Background: an optimization exercise with open tools, aiming at a short achievable clock period and few clock cycles. Do not read the settings as production practice.
The RTL was checked by simulation tests, not by an equivalence proof against the original design.

Setup of JK:
Design lc4_superscalar, start of the top module:
module lc4_superscalar
#(
   parameter logic [15:0] RESET_PC = 16'h8200
) (
   input  wire        gwe,
   input  wire        i_rst_n,
   output wire [15:0] o_cur_pc,         
   input  wire [15:0] i_insn_a,
   input  wire [15:0] i_insn_b,
   output wire [15:0] o_dmem_addr,
   input  wire [15:0] i_dmem_data,
   output wire        o_dmem_we,
   output wire [15:0] o_dmem_towrite
);
Size: ~7800 cells after synthesis, roughly 99 I/O pins.
make LEC_CHECK=0 ABC_CLOCK_PERIOD_IN_PS=3000 CAP_MARGIN=20 CORE_MARGIN=2 CORE_UTILIZATION=40 PLACE_DENSITY=0.6 SETUP_SLACK_MARGIN=5 SLEW_MARGIN=20 TNS_END_PERCENT=100 finish   # period 9.0 ns
run.sh (not shown) runs the stock make flow with config.mk's settings and CLKGATE_MAP_FILE= SYNTH_SCRIPT=/design/flow/synth_recipe.tcl, a recipe that flattens the netlist after the stock synthesis.
Testbench counts of JK, summed over its fixed seeds: cycles 13,700.
Input changes introduced in MS (baseline for comparison: JK):
# JK
export LEC_CHECK = 0
export ABC_CLOCK_PERIOD_IN_PS = 3000
export CAP_MARGIN = 20
export CORE_MARGIN = 2
export CORE_UTILIZATION = 40
export PLACE_DENSITY = 0.6
export SETUP_SLACK_MARGIN = 5
export SLEW_MARGIN = 20
export TNS_END_PERCENT = 100
create_clock -name core_clock -period 9.0 [get_ports {gwe}]
# MS
export LEC_CHECK = 0
export ABC_CLOCK_PERIOD_IN_PS = 3000
export CAP_MARGIN = 20
export CORE_MARGIN = 2
export CORE_UTILIZATION = 40
export PLACE_DENSITY = 0.6
export SLEW_MARGIN = 20
export TNS_END_PERCENT = 100
create_clock -name core_clock -period 9.0 [get_ports {gwe}]
==> flow/flow/run.sh (new file) <==
#!/bin/bash
# The standard layout (the standard.sh: ORFS synthesis to final layout)
# with timing repair aimed at a period below the constraint: repair_timing
# keeps working on paths until their slack is at least SETUP_SLACK_MARGIN.
# Everything else, the constraints included, is as in the standard flow.
set -euo pipefail
MARGIN=5.6
bash standard.sh SETUP_SLACK_MARGIN=$MARGIN finish > run_standard.log 2>&1
==> flow/standard.sh (new file) <==
#!/bin/bash
# synth_recipe.tcl (not shown) runs the flow's synth.tcl, then flattens the netlist and writes it again
# the make line also repeats each setting of config.mk as NAME=value (left out here)
make -C /OpenROAD-flow-scripts/flow DESIGN_CONFIG=/design/flow/config.mk WORK_HOME=/design/flow/orfs CLKGATE_MAP_FILE= SYNTH_SCRIPT=/design/flow/synth_recipe.tcl "${@:-finish}"
removed: flow/run.sh
Results
MS: flow completed, timing, DRC and antenna clean. Higher area occupied by registers among JK and MS: MS. Compared with JK, in MS non-clock inverter total of the final layout about even, cell depth of the worst setup path +7. Between JK and MS, the antenna diode instance count is higher for MS. Area added between synthesis and finish (lower): JK. MS against JK: proportion of cell area spent on the clock network down 0.44 points; worst-margin pin slew increased 0.026 ns. MS against JK: setup slack increased 0.11 ns, wire length of the first global-routing pass increased 6.3%, final worst-path cycle share decreased 1.2 points.

--- another note on this design; it stands on its own ---

==> 11-14: inputs <==
==> flow/design.v (excerpt) <==
module lc4_superscalar
#(
   parameter logic [15:0] RESET_PC = 16'h8200
) (
   input  wire        gwe,
   input  wire        i_rst_n,
   output wire [15:0] o_cur_pc,         
   input  wire [15:0] i_insn_a,
   input  wire [15:0] i_insn_b,
   output wire [15:0] o_dmem_addr,
   input  wire [15:0] i_dmem_data,
   output wire        o_dmem_we,
   output wire [15:0] o_dmem_towrite
);
Settings: LEC_CHECK=0, ABC_CLOCK_PERIOD_IN_PS=3000, CAP_MARGIN=20, CORE_MARGIN=2, CORE_UTILIZATION=40, PLACE_DENSITY=0.6, SETUP_SLACK_MARGIN=5, SLEW_MARGIN=20, TNS_END_PERCENT=100; clock period 9.0 ns.
run.sh (not shown) runs the stock make flow with config.mk's settings and CLKGATE_MAP_FILE= SYNTH_SCRIPT=/design/flow/synth_recipe.tcl, a recipe that flattens the netlist after the stock synthesis.
==> 01-02: changes against 11-14 <==
==> flow/flow/run.sh (new file) <==
#!/bin/bash
# The standard layout (the standard.sh: ORFS synthesis to final layout)
# with timing repair aimed at a period below the constraint: repair_timing
# keeps working on paths until their slack is at least SETUP_SLACK_MARGIN.
# Everything else, the constraints included, is as in the standard flow.
set -euo pipefail
MARGIN=6.0
bash standard.sh SETUP_SLACK_MARGIN=$MARGIN finish > run_standard.log 2>&1
==> flow/standard.sh (new file) <==
#!/bin/bash
# synth_recipe.tcl (not shown) runs the flow's synth.tcl, then flattens the netlist and writes it again
# the make line also repeats each setting of config.mk as NAME=value (left out here)
make -C /OpenROAD-flow-scripts/flow DESIGN_CONFIG=/design/flow/config.mk WORK_HOME=/design/flow/orfs CLKGATE_MAP_FILE= SYNTH_SCRIPT=/design/flow/synth_recipe.tcl "${@:-finish}"
SETUP_SLACK_MARGIN = not set   (was 5)
removed: flow/run.sh
==> notes <==
Flip-flop and latch count is the same in 11-14 and 01-02. Die area is the same in 01-02 and 11-14. In register-to-register slack, 11-14 and 01-02 hardly differ. In 11-14 the worst setup slack is higher than in 01-02, by 10 ps. In 11-14 the hold slack is worse than in 01-02, by 8.2 ps. Via count: 11-14 is smaller than 01-02 (11%). Sequential share of layout area: 11-14 is higher than 01-02 (4.4 points). Core utilization: 11-14 is lower than 01-02 (9.6 points). In synthesized cell count, 01-02 and 11-14 do not differ.
==> figures <==
quantity                                                                        11-14       01-02
Outcome                                                      timing/DRC/antenna clean  timing/DRC/antenna clean
Sequential share of cell area                                                   0.268       0.224
Final HPWL from detailed placement                                             170 mm      162 mm
Inserted Diodes                                                                    15          23
Via count normalized by instance count                                           6.75        6.99
Number of gates on the worst path with buffers counted                             15          18
Count of buffering cells on the critical path with inverters included               1           2
Avg WL per Cell                                                               32.7 um     33.1 um
Number of nets in the layout                                                    6,035       6,688
Placed Area                                                                48,900 um2  49,200 um2
Grt met3 use                                                                    0.102       0.164
Worst path required time                                                      9530 ps     9550 ps
Footprint of the multi-input gates                                         30,800 um2  35,100 um2
Total CTS buffers                                                                  73          71
CLK BUF                                                                            91          98
Wire length on met3                                                           26.3 mm     39.3 mm
Portion of the clock cycle consumed by the worst path in the final layout       0.471       0.473
Worst-Margin Slew                                                             1180 ps     1200 ps
Final wirelength                                                               239 mm      264 mm
Testbench counts of 11-14, summed over its fixed seeds: cycles 14,983.
Testbench counts of 01-02, summed over its fixed seeds: cycles 14,983.

[port drivers added, routing unchanged]
In the flow no input, the clock included, has a driving cell. The finished layouts below were timed again as built, in two steps.
Step 1: set_driving_cell puts a clkbuf_16 on gwe and a buf_2 on each other input, an assumption about the parent block.
Step 2 moves the port delays by t, midway between the first and last clock arrival at a register: inputs arrive t later, outputs are due t later. That takes back most of the time a late clock gives input paths.
Slacks: ideal ports / drivers / drivers and shift; pairs: ideal ports / drivers.
run | t (ns) | setup slack, ns | hold WS [ns] | worst data-port slew with drivers (ns) | pins driven straight from the clock port
JK | 0.849 | 4.770 / 4.770 / 4.290 | 0.375 / 0.375 / 0.375 | 0.05 | 1
MS | 0.841 | 4.876 / 4.876 / 4.434 | 0.371 / 0.371 / 0.371 | 0.05 | 1
11-14 | 0.753 | 4.757 / 4.757 / 4.757 | 0.367 / 0.367 / 0.367 | 0.09 | 1
01-02 | 0.747 | 4.747 / 4.747 / 4.747 | 0.375 / 0.375 / 0.375 | 0.07 | 1
After both steps every run listed still meets setup and hold. The setup slack of JK, which loses most, moves by 0.000 ns with the drivers and by -0.480 ns with both steps.
